What follows belongs to an exercise in optimizing a design on an open flow for small area; a production flow would make more cautious choices.
In this exercise RTL edits were held to simulation tests only and were not proved equivalent to the original.
Power and IR drop assume default switching activity.

## ndma_obi_mem_sub
module ndma_obi_mem_sub #(
    parameter logic [31:0] BASE_ADDR   = 32'h0000_0000,
    parameter int unsigned DEPTH       = 64,
    parameter int unsigned GNT_WAIT    = 0,
    parameter int unsigned RVALID_WAIT = 0,
    parameter int unsigned MAX_OUTST   = 2
) (
    input  logic             clk_i,
    input  logic             rst_i,
    input  logic             obi_req_i,
    output logic             obi_gnt_o,
    input  logic [31:0]      obi_addr_i,
    input  logic             obi_we_i,
    input  logic [3:0]       obi_be_i,
    input  logic [31:0]      obi_wdata_i,
    input  logic [ndma_pkg::AID_W-1:0] obi_aid_i,
    output logic             obi_rvalid_o,
    output logic [31:0]      obi_rdata_o,
    output logic [ndma_pkg::AID_W-1:0] obi_rid_o,
    output logic             obi_err_o,
    input  logic             stall_i
);
clock: 5.0 ns
lec_check: 0
cap_margin: 0
core_margin: 2
core_utilization: 60
cts_buf_list: sky130_fd_sc_hd__clkbuf_8
cts_cluster_diameter: 100
cts_cluster_size: 16
place_density: 0.7
slew_margin: 0
synth_hierarchical: 1
run.sh (not shown) runs the stock make flow with config.mk's settings and CLKGATE_MAP_FILE= SYNTH_SCRIPT=/design/flow/synth_recipe.tcl, a recipe that flattens the netlist after the stock synthesis.
Then changed:
==> flow/flow/run.sh (new file) <==
#!/bin/bash
# Standard ORFS layout (the standard.sh, standard synthesis unchanged) with
# three layout settings added to the config:
#   - port buffers are buf_1 instead of the default delay-cell buffer,
#   - clock tree synthesis without dummy loads,
#   - power recovery (downsizing of cells with positive slack) after global routing.
set -euo pipefail
cat >> config.mk <<'EOF'
export BUFFER_PORTS_ARGS = -buffer_cell sky130_fd_sc_hd__buf_1
export CTS_ARGS = -sink_clustering_enable -repair_clock_nets -dont_use_dummy_load -buf_list sky130_fd_sc_hd__clkbuf_8 -sink_clustering_size 16 -sink_clustering_max_diameter 100
export RECOVER_POWER = 100
EOF
bash standard.sh > standard.log 2>&1
==> flow/standard.sh (new file) <==
#!/bin/bash
# synth_recipe.tcl (not shown) runs the flow's synth.tcl, then flattens the netlist and writes it again
# the make line also repeats each setting of config.mk as NAME=value (left out here)
make -C /OpenROAD-flow-scripts/flow DESIGN_CONFIG=/design/flow/config.mk WORK_HOME=/design/flow/orfs CLKGATE_MAP_FILE= SYNTH_SCRIPT=/design/flow/synth_recipe.tcl "${@:-finish}"
Settings changed: BUFFER_PORTS_ARGS set to -buffer_cell sky130_fd_sc_hd__buf_1, CTS_ARGS set to -sink_clustering_enable -repair_clock_nets -dont_use_dummy_load -buf_list sky130_fd_sc_hd__clkbuf_8 -sink_clustering_size 16 -sink_clustering_max_diameter 100, GPL_TIMING_DRIVEN set to 0, RECOVER_POWER set to 100.
removed: flow/run.sh
With this change the flow completed and failed the layout checks on capacitance limit, slew limit.
Non-clock buffer count drops by 292.
Core utilization is lower by 2.3 points.
Die area stays the same.
Design area fell by about 3.4%.
Synthesized area does not change.
Register-to-register slack gets worse by 370 ps.
Critical path depth drops by 4.
Count of clock-buffer cells in the layout came out lower by 3.
Routed wire length falls by about 2.8%.
Setup slack loses 780 ps.


Another version of the RTL of ndma_obi_mem_sub (not shown whole).
Size in the first run: ~2100 flip-flops.
Settings: LEC_CHECK=0, CAP_MARGIN=10, CORE_MARGIN=2, CORE_UTILIZATION=60, CTS_BUF_LIST=sky130_fd_sc_hd__clkbuf_8, CTS_CLUSTER_DIAMETER=100, CTS_CLUSTER_SIZE=16, GPL_TIMING_DRIVEN=0, PLACE_DENSITY=0.7, SLEW_MARGIN=10, SYNTH_HIERARCHICAL=1, BUFFER_PORTS_ARGS=-buffer_cell sky130_fd_sc_hd__buf_1, CTS_ARGS=-sink_clustering_enable -repair_clock_nets -dont_use_dummy_load -buf_list sky130_fd_sc_hd__clkbuf_8 -sink_clustering_size 16 -sink_clustering_max_diameter 100; clock period 5.0 ns.
standard.sh (not shown) runs the stock make flow with config.mk's settings and CLKGATE_MAP_FILE= SYNTH_SCRIPT=/design/flow/synth_recipe.tcl, a recipe that flattens the netlist after the stock synthesis.
==> flow/flow/run.sh <==
#!/bin/bash
# Standard ORFS layout (the standard.sh, standard synthesis unchanged) with
# two layout settings added to the config:
#   - port buffers are buf_1 instead of the default delay-cell buffer,
#   - clock tree synthesis without dummy loads.
# Each tool's output stays in the ORFS logs under orfs/logs; make's output goes
# to standard.log.
set -euo pipefail
cat >> config.mk <<'EOF'
export BUFFER_PORTS_ARGS = -buffer_cell sky130_fd_sc_hd__buf_1
export CTS_ARGS = -sink_clustering_enable -repair_clock_nets -dont_use_dummy_load -buf_list sky130_fd_sc_hd__clkbuf_8 -sink_clustering_size 16 -sink_clustering_max_diameter 100
EOF
bash standard.sh > standard.log 2>&1
Next try:
- CAP_MARGIN: 10 -> 20
- SLEW_MARGIN: 10 -> 20
The changed run completed without violations; clock power hardly moves; worst setup slack improved by 190 ps; sequential cell count does not change.

## re-timing with driven ports
Ports are ideal in the flow. The routed layouts listed here were re-timed in OpenROAD.
Step 1 (the two cells are an assumption about what drives the block):
set clk [get_ports {clk_i}]
set_driving_cell -lib_cell sky130_fd_sc_hd__clkbuf_16 $clk
set_driving_cell -lib_cell sky130_fd_sc_hd__buf_2 [delete_from_list [all_inputs] $clk]
Step 2 moves the port delays by t, midway between the first and last clock arrival at a register: inputs arrive t later, outputs are due t later. That takes back most of the time a late clock gives input paths.
Slacks: no drivers / after step 1 / after step 2; pairs: no drivers / after step 1.
run	shift t [ns]	setup slack, ns	worst hold slack (ns)
the first run of note 1	0.960	1.002 / 1.059 / 0.099	0.573 / 0.573 / 0.573
the second run of note 1	0.945	0.218 / 0.152 / -0.793	0.309 / 0.258 / 0.570
the first run of note 2	0.960	0.220 / 0.201 / -0.387	0.310 / 0.263 / 0.530
the second run of note 2	0.956	0.411 / 0.392 / -0.037	0.319 / 0.268 / 0.538
For the second run of note 1, which loses most, drivers alone change the setup slack by -0.066 ns; drivers and shift together by -1.011 ns.
